Source: an optimization exercise on an open RTL-to-GDS flow (aim: small area and a short achievable clock period). Production flows keep margins and buffers that such runs may drop.
Only simulation tests tie the RTL to the original design; equivalence was not proved.
Power is estimated from default activity; no workload was simulated.

Setup of 07-21:
## uart_rx_buffer
module uart_rx_buffer #(
  parameter int unsigned ADDR_W = 8
) (
  input  logic              clk,
  input  logic              rst,
  input  logic [7:0]        byte_in,
  input  logic              in_valid,
  output logic [7:0]        byte_out,
  input  logic              out_advance,
  output logic              out_ready,
  output logic              line_ready,
  output logic [ADDR_W:0]   fill,
  output logic              overflow,
  input  logic              overflow_clr,
  output logic [7:0]        echo_char,
  output logic              echo_valid
);
  localparam int unsigned DEPTH = 1 << ADDR_W;
  localparam int unsigned CNT_W = ADDR_W + 1;
  localparam int unsigned LO_W  = ADDR_W / 2;
  localparam int unsigned HI_W  = ADDR_W - LO_W;
  localparam int unsigned NLO   = 1 << LO_W;
  localparam int unsigned NHI   = 1 << HI_W;
  localparam int unsigned RLO_W = 3;
  localparam int unsigned RHI_W = ADDR_W - RLO_W;
  localparam int unsigned RNLO  = 1 << RLO_W;
  localparam int unsigned RNHI  = 1 << RHI_W;
  localparam logic [7:0]  CR    = 8'h0D;
  localparam logic [7:0]  LF    = 8'h0A;
  logic [7:0]        mem [DEPTH];
  logic [CNT_W-1:0]  fill_q, line_cnt_q;
  logic              adv_q, out_ready_q, line_ready_q, ovf_q;
  logic              nz_q, lnz_q;  
  logic              bo_cr_q;      
  logic              last_cr_q;    
  ...
clock: 5.0 ns
lec_check: 0
cap_margin: 20
core_margin: 2
core_utilization: 70
cts_cluster_diameter: 60
cts_cluster_size: 25
setup_slack_margin: 2.8
slew_margin: 20
synth_hierarchical: 1
run.sh (not shown) runs the stock make flow with config.mk's settings and CLKGATE_MAP_FILE= SYNTH_SCRIPT=/design/flow/synth_recipe.tcl, a recipe that flattens the netlist after the stock synthesis.
What 05-22 does differently from 07-21 at the input level:
diff --git a/flow/design.v b/flow/design.v
--- a/flow/design.v
+++ b/flow/design.v
@@ -24,40 +24,38 @@
   localparam int unsigned RLO_W = 3;
   localparam int unsigned RHI_W = ADDR_W - RLO_W;
   localparam int unsigned RNLO  = 1 << RLO_W;
   localparam int unsigned RNHI  = 1 << RHI_W;
   localparam logic [7:0]  CR    = 8'h0D;
   localparam logic [7:0]  LF    = 8'h0A;
   logic [7:0]        mem [DEPTH];
   logic [CNT_W-1:0]  fill_q, line_cnt_q;
   logic              adv_q, out_ready_q, line_ready_q, ovf_q;
   logic              nz_q, lnz_q;  
   logic              bo_cr_q;      
   logic              last_cr_q;    
-  logic [CNT_W-1:0]  fill_p_q, fill_m_q;   
-  logic [CNT_W-1:0]  line_p_q, line_m_q;   
   logic [7:0]        echo_char_q, byte_out_q;
   logic              echo_valid_q;
   logic [LO_W-1:0]   wp_lo_q;      
   logic [NHI-1:0]    wp_hi_n_q;    
   logic [NLO-1:0]    wlo_v_n_q;    
   logic [RNLO-1:0]   rd_lo_q;      
   logic [RNHI-1:0]   rn_hi_q;      
   logic [7:0]        wd_q, wd2_q;  
   logic              wv2_q;        
   logic              pop_q;
   logic [7:0]        s_q [RNLO];
   logic full, nz, lf_drop, wr_en, ovf_drop, pop, line_inc, line_dec;
   logic f_up, f_dn, l_up, l_dn;
-  logic [3*CNT_W:0] f_next, l_next;
+  logic [CNT_W:0] f_next, l_next;
   logic [LO_W-1:0]  wp_lo_n;
   logic [7:0] s_d [RNLO];
   logic [7:0] head, byte_out_d;
   logic byp1, byp2;
   function automatic logic [CNT_W-1:0] inc(input logic [CNT_W-1:0] x);
     logic [CNT_W-1:0] t;
     t[0] = 1'b1;
     for (int i = 1; i < CNT_W; i++) t[i] = t[i-1] & x[i-1];
     inc = x ^ t;
   endfunction
   function automatic logic [CNT_W-1:0] dec(input logic [CNT_W-1:0] x);
     logic [CNT_W-1:0] t;
@@ -73,64 +71,60 @@
     ovf_drop = in_valid && !lf_drop && full;
     pop      = out_advance && !adv_q && nz;
     line_inc = wr_en && (byte_in == CR);
     line_dec = pop && bo_cr_q && lnz_q;
     f_up     = wr_en && !pop;
     f_dn     = pop && !wr_en;
     l_up     = line_inc && !line_dec;
     l_dn     = line_dec && !line_inc;
     wp_lo_n  = wp_lo_q + LO_W'(echo_valid_q);
     byp1     = echo_valid_q && (fill_q == CNT_W'(1));
     byp2     = wv2_q && (fill_q == (echo_valid_q ? CNT_W'(2) : CNT_W'(1)));
   end
-  uart_rx_buffer_sel3 #(.W(3*CNT_W+1)) u_fill_sel (
+  uart_rx_buffer_sel3 #(.W(CNT_W+1)) u_fill_sel (
     .up(f_up), .dn(f_dn),
-    .a({fill_p_q, inc(fill_p_q), fill_q, 1'b1}),
-    .b({fill_m_q, fill_q, dec(fill_m_q), fill_q != CNT_W'(1)}),
-    .c({fill_q, fill_p_q, fill_m_q, nz_q}),
+    .a({inc(fill_q), 1'b1}),
+    .b({dec(fill_q), fill_q != CNT_W'(1)}),
+    .c({fill_q, nz_q}),
     .y(f_next)
   );
-  uart_rx_buffer_sel3 #(.W(3*CNT_W+1)) u_line_sel (
+  uart_rx_buffer_sel3 #(.W(CNT_W+1)) u_line_sel (
     .up(l_up), .dn(l_dn),
-    .a({line_p_q, inc(line_p_q), line_cnt_q, line_cnt_q != '1}),
-    .b({line_m_q, line_cnt_q, dec(line_m_q), line_cnt_q != CNT_W'(1)}),
-    .c({line_cnt_q, line_p_q, line_m_q, lnz_q}),
+    .a({inc(line_cnt_q), line_cnt_q != '1}),
+    .b({dec(line_cnt_q), line_cnt_q != CNT_W'(1)}),
+    .c({line_cnt_q, lnz_q}),
     .y(l_next)
   );
   always_ff @(posedge clk) begin
     if (rst) begin
       fill_q       <= '0;
-      fill_p_q     <= CNT_W'(1);
-      fill_m_q     <= '1;
       line_cnt_q   <= '0;
-      line_p_q     <= CNT_W'(1);
-      line_m_q     <= '1;
       adv_q        <= 1'b0;
       out_ready_q  <= 1'b0;
       line_ready_q <= 1'b0;
       nz_q         <= 1'b0;
       lnz_q        <= 1'b0;
       ovf_q        <= 1'b0;
       echo_char_q  <= 8'h00;
       last_cr_q    <= 1'b0;
       echo_valid_q <= 1'b0;
       wp_lo_q      <= '0;
       wp_hi_n_q    <= {{(NHI-1){1'b1}}, 1'b0};
       wlo_v_n_q    <= '1;
       rd_lo_q      <= RNLO'(1);
       rn_hi_q      <= RNHI'(1);
       pop_q        <= 1'b0;
     end else begin
-      {fill_q, fill_p_q, fill_m_q, nz_q}         <= f_next;
-      {line_cnt_q, line_p_q, line_m_q, lnz_q}    <= l_next;
+      {fill_q, nz_q}      <= f_next;
+      {line_cnt_q, lnz_q} <= l_next;
       if (wr_en) begin
         echo_char_q <= byte_in;
         last_cr_q   <= (byte_in == CR);
       end
       adv_q        <= out_advance;
       out_ready_q  <= nz && !out_advance;
       line_ready_q <= lnz_q;
       if (ovf_drop)          ovf_q <= 1'b1;
       else if (overflow_clr) ovf_q <= 1'b0;
       echo_valid_q <= wr_en;
       wp_lo_q      <= wp_lo_n;
       if (echo_valid_q && wp_lo_q == LO_W'(NLO - 1))
Notes after the runs:
- 05-22 against 07-21: initial standard-cell utilization of the core decreased by 0.21 points relative to the old numbers, area overhead of the layout relative to synthesis decreased by 0.93 points relative to the old numbers, met3 capacity usage during global routing increased by 0.46 points relative to the old numbers, portion of the clock cycle consumed by the worst path in the final layout decreased by 0.61 points relative to the old numbers, sequential cell area in the final layout decreased by about 1.1% relative to the old numbers.
- Detailed-routing iteration count for the pre-antenna-repair pass, 05-22 and 07-21: smaller value in 05-22
- Lower clock network fraction of total power was reported by 07-21, not 05-22.

-- re-timing with driven ports --
The results above use ideal ports. As a check the final layouts listed here were re-extracted and re-timed, cells and wires unchanged.
Step 1 (the two cells are an assumption about what drives the block):
set clk [get_ports {clk}]
set_driving_cell -lib_cell sky130_fd_sc_hd__clkbuf_16 $clk
set_driving_cell -lib_cell sky130_fd_sc_hd__buf_2 [delete_from_list [all_inputs] $clk]
Step 2 adds t to the input delays and takes it off the output delays; t is the mean of the earliest and latest rising clock arrival at the registers after step 1. Input paths then give back, and output paths get back, about the clock's delay inside the block.
Slacks: no drivers / after step 1 / after step 2; pairs: no drivers / after step 1.
run | shift t [ns] | setup WS [ns] | slew at the worst register clock pin (ns) | pins driven straight from the clock port
07-21 | 0.867 | 2.639 / 2.639 / 1.932 | 0.10 / 0.10 | 1
05-22 | 0.867 | 2.669 / 2.630 / 1.972 | 0.10 / 0.10 | 1
After both steps every run listed still meets setup and hold. For 07-21, which loses most, drivers alone change the setup slack by 0.000 ns; drivers and shift together by -0.707 ns.
